Background: an optimization exercise with open tools, aiming at small area and a short achievable clock period. Do not read the settings as production practice.
RTL that was checked went through simulation tests only; none was proved equivalent to the original.
No driver is modelled on the clock port, so clocking that relies on it looks cheaper here than on a real chip.
Power and IR drop assume default switching activity.

## run A
Design psram_rsp, start of the top module:
module psram_rsp #(
    parameter int unsigned MEM_AW = 8
) (
    input  logic        clk_i,
    input  logic        rst_i,
    input  logic [7:0]  cfg_rcmd_i,
    input  logic [7:0]  cfg_wcmd_i,
    input  logic [7:0]  cfg_mrcmd_i,
    input  logic [7:0]  cfg_mwcmd_i,
    input  logic [7:0]  cfg_rlc_i,
    input  logic [7:0]  cfg_wlc_i,
    input  logic        psram_sck_i,
    input  logic        psram_ce_i,
    input  logic [7:0]  psram_io_in_i,
    input  logic        psram_dqs_in_i,
    output logic [7:0]  psram_io_out_o,
    output logic        psram_io_en_o,
    output logic        psram_dqs_out_o,
    output logic        psram_dqs_en_o,
    output logic [31:0] mr_o,
    output logic        err_o
);
For scale: ~2,300 flip-flops, roughly 66,000 um^2 of cells after synthesis.
Settings: LEC_CHECK=0, CAP_MARGIN=20, CORE_MARGIN=2, CORE_UTILIZATION=70, PLACE_DENSITY=0.82, SETUP_SLACK_MARGIN=3.7, SLEW_MARGIN=20; clock period 6.0 ns.
standard.sh (not shown) runs the stock make flow with config.mk's settings and CLKGATE_MAP_FILE= SYNTH_SCRIPT=/design/flow/synth_recipe.tcl, a recipe that flattens the netlist after the stock synthesis.
==> flow/flow/run.sh <==
#!/bin/bash
# The standard layout (standard.sh), with these changes:
#  * plain buf_4 buffers on the ports instead of the delay buffers that buffer_ports
#    picks by default;
#  * clock tree synthesis without dummy loads, with clkbuf_16 buffers and larger sink
#    clusters than the default (fewer leaf buffers);
#  * after clock tree synthesis, flow/splitroot.tcl splits the root clock buffer into
#    four, each next to the loads it drives.
# ORFS's own logs stay in orfs/logs; standard.sh's output goes to standard.log.
set -e
bash standard.sh \
  BUFFER_PORTS_ARGS="-buffer_cell sky130_fd_sc_hd__buf_4" \
  CTS_ARGS="-sink_clustering_enable -repair_clock_nets -dont_use_dummy_load -buf_list sky130_fd_sc_hd__clkbuf_16 -sink_clustering_size 25 -sink_clustering_max_diameter 80" \
  POST_CTS_TCL="$PWD/flow/splitroot.tcl" \
  finish > standard.log 2>&1
Other scripts of this flow, unchanged in this note and not shown: flow/flow/splitroot.tcl
Input changes introduced in run B (baseline for comparison: run A):
- PLACE_DENSITY: 0.82 -> unset
- CORE_UTILIZATION: 70 -> 75
- TNS_END_PERCENT: unset -> 30
[summary]
Run B vs run A: met2 layer usage reported by global route up in run B. Higher part of the cycle the worst path needs goes to run A over run B. [compare] base=run A new=run B: post-detailed-route wirelength per cell now sits higher, number of stages on the worst setup path now sits lower, core utilization now sits higher, post-synthesis cell type count now sits at about the same level. Die width: run B < run A. From run B to run A, number of inserted diodes did not move at all. Run B reports its termination of the worst setup path as mr_o[2] while run A reports psel_q[21]$_DFF_P_. Run B ended with every stage complete and zero timing, DRC or antenna violations. Any difference in post-layout total power between run A and run B is small enough to ignore.
The inputs of run C differ from those of run B as listed below.
- changing CORE_UTILIZATION from 75 to 70
- removing TNS_END_PERCENT (formerly 30)
==> comparison <==
- Run C reports a higher share of total power consumed by net switching than run B does.
- The final layouts of run B and run C pass the timing, DRC and antenna checks.
- Per the comparison of run C with run B, area growth from synthesis to layout grew by 0.64 points, minimum clock period lower.
- Fraction of area in registers delta for run C relative to run B: 0.39 points lower
- Via count shrinks slightly when moving from run B to run C.
- Diff run C..run B | total power | negligible
- First-pass GRT wire length (run C vs. run B) increases slightly
Modified inputs, run D compared to run C
- CORE_UTILIZATION now 80, was 70
==> summary.txt <==
- From run C to run D, number of endpoints failing setup at the final stage did not move at all.
- Run C vs run D, slowest stage cell on the critical path: dfrtp_1 vs or4b_4
- Run D vs. run C: worst slew margin relative to its limit saw a decrease, final cell count without fillers moved down, wire length moved up, die area lower.
- Any difference in clock network power share between run C and run D is small enough to ignore.
- Row final max-slew violation count: run D higher / run C lower
- Diff run D..run C | final cell area excluding filler cells | negligible
- Of run D and run C, it is run D that has the lower register-to-register slack.
- Layout checks on run D: not met. Flow itself completed; violations: capacitance limit, slew limit.

========
## rev 12
Another version of the RTL of psram_rsp (not shown whole).
Size: ~2300 flip-flops, ~65000 um^2 of cells after synthesis.
clock: 6.0 ns
lec_check: 0
cap_margin: 20
core_margin: 2
core_utilization: 70
setup_slack_margin: 3.7
slew_margin: 20
==> flow/flow/splitroot.tcl <==
# Runs at the end of clock tree synthesis (POST_CTS_TCL). Splits the clock tree's root
# buffer into four clkbuf_16, each driving two or so of the root's loads and placed
# next to them, so that the clock port drives four buffer inputs instead of one.
set block [ord::get_db_block]
set root [$block findInst clkbuf_0_clk_i]
if {$root == "NULL"} {
  puts "splitroot: no root buffer clkbuf_0_clk_i, nothing done"
  return
}
set master [$root getMaster]
set in_net [[$root findITerm A] getNet]
set out_net [[$root findITerm X] getNet]
set loads {}
foreach it [$out_net getITerms] {
  if {[$it getIoType] == "INPUT"} { lappend loads $it }
}
set n [llength $loads]
puts "splitroot: root drives $n loads"
if {$n < 2} { return }
proc it_xy {it} {
  set inst [$it getInst]
  set b [$inst getBBox]
  return [list [expr {([$b xMin] + [$b xMax]) / 2}] [expr {([$b yMin] + [$b yMax]) / 2}]]
}
set ngroups [expr {min(4, $n)}]
set per [expr {int(ceil(double($n) / $ngroups))}]
set left $loads
set groups {}
while {[llength $left] > 0} {
  set first [lindex $left 0]
  set left [lrange $left 1 end]
  set grp [list $first]
  lassign [it_xy $first] fx fy
  while {[llength $grp] < $per && [llength $left] > 0} {
    set best -1
    set bestd 0
    set i 0
    foreach it $left {
      lassign [it_xy $it] x y
      set d [expr {abs($x - $fx) + abs($y - $fy)}]
      if {$best < 0 || $d < $bestd} { set best $i; set bestd $d }
      incr i
    }
    lappend grp [lindex $left $best]
    set left [lreplace $left $best $best]
  }
  lappend groups $grp
}
puts "splitroot: [llength $groups] groups"
set k 0
foreach grp $groups {
  if {$k == 0} {
    set inst $root
    set net $out_net
  } else {
    set inst [odb::dbInst_create $block $master "clkbuf_0_split_$k"]
    set net [odb::dbNet_create $block "clknet_0_split_$k"]
    $net setSigType CLOCK
    [$inst findITerm A] connect $in_net
    [$inst findITerm X] connect $net
    foreach it $grp {
      $it disconnect
      $it connect $net
    }
  }
  set sx 0
  set sy 0
  foreach it $grp {
    lassign [it_xy $it] x y
    set sx [expr {$sx + $x}]
    set sy [expr {$sy + $y}]
  }
  set cx [expr {$sx / [llength $grp]}]
  set cy [expr {$sy / [llength $grp]}]
  $inst setLocation $cx $cy
  $inst setPlacementStatus PLACED
  puts "splitroot: [$inst getName] at $cx $cy drives [llength $grp]"
  incr k
}
global_connect
detailed_placement
check_placement -verbose
estimate_parasitics -placement
report_clock_latency
Scripts as last shown in full above: flow/flow/run.sh
[inputs] rev 13 vs rev 12
==> flow/flow/run.sh <==
#!/bin/bash
# The standard layout (standard.sh), with these changes:
#  * plain buf_2 buffers on the ports instead of the delay buffers that buffer_ports
#    picks by default;
#  * clock tree synthesis without dummy loads, with clkbuf_16 buffers and larger sink
#    clusters than the default (fewer leaf buffers);
#  * after clock tree synthesis, flow/splitroot.tcl splits the root clock buffer into
#    four, each next to the loads it drives.
# ORFS's own logs stay in orfs/logs; standard.sh's output goes to standard.log.
set -e
bash standard.sh \
  BUFFER_PORTS_ARGS="-buffer_cell sky130_fd_sc_hd__buf_2" \
  CTS_ARGS="-sink_clustering_enable -repair_clock_nets -dont_use_dummy_load -buf_list sky130_fd_sc_hd__clkbuf_16 -sink_clustering_size 25 -sink_clustering_max_diameter 80" \
  POST_CTS_TCL="$PWD/flow/splitroot.tcl" \
  finish > standard.log 2>&1
[summary]
Going from rev 12 to rev 13, design area decreased by 0.33% relative to the old numbers; total area of multi-input combinational cells now sits at about the same level; switching power share of the total has remained practically unchanged. Sort rev 13 and rev 12 by worst setup slack for register-to-register paths asc -> top: rev 13. Rev 12 → rev 13: non-filler instance count after layout saw little to no change, critical path depth saw an increase, maximum number of pins on one net before global-route repair saw little to no change, smallest setup slack after layout saw little to no change, total leakage power saw a decrease. Summary of rev 13 over rev 12: met2 wirelength from detailed routing shows an increase of about 1.6%, clock period minus final worst setup slack essentially unchanged.
No functional check of the RTL was part of any run of this note.

## separate check: timing with driven ports
How much do the figures lean on ideal ports? The routed layouts below were timed once more, with nothing changed but the port constraints. Step 1 assumes that a clkbuf_16 drives the clock port and a buf_2 every other input. Step 2 adds t to the input delays and takes it off the output delays; t is the mean of the earliest and latest rising clock arrival at the registers after step 1. Input paths then give back, and output paths get back, about the clock's delay inside the block. Three values: ideal ports, drivers, drivers and shift; two values: the first two.
| run | t (ns) | slack for setup (ns) | worst setup path after step 2 | worst slew at a driven data input, ns | cell pins on the clock port's net |
|---|---|---|---|---|---|
| run A | 0.716 | 3.585 / 3.484 / 3.154 | input to register | 0.15 | 4 |
| run B | 0.716 | 3.629 / 3.469 / 3.215 | input to register | 0.13 | 4 |
| run C | 0.710 | 3.661 / 3.501 / 3.167 | input to register | 0.14 | 4 |
| run D | 0.693 | 3.476 / 3.476 / 2.960 | input to register | 0.15 | 4 |
| rev 12 | 0.677 | 3.647 / 3.492 / 3.202 | input to register | 0.08 | 4 |
| rev 13 | 0.688 | 3.650 / 3.507 / 3.296 | input to register | 0.07 | 4 |
The setup slack of run D, which loses most, moves by 0.000 ns with the drivers and by -0.516 ns with both steps.
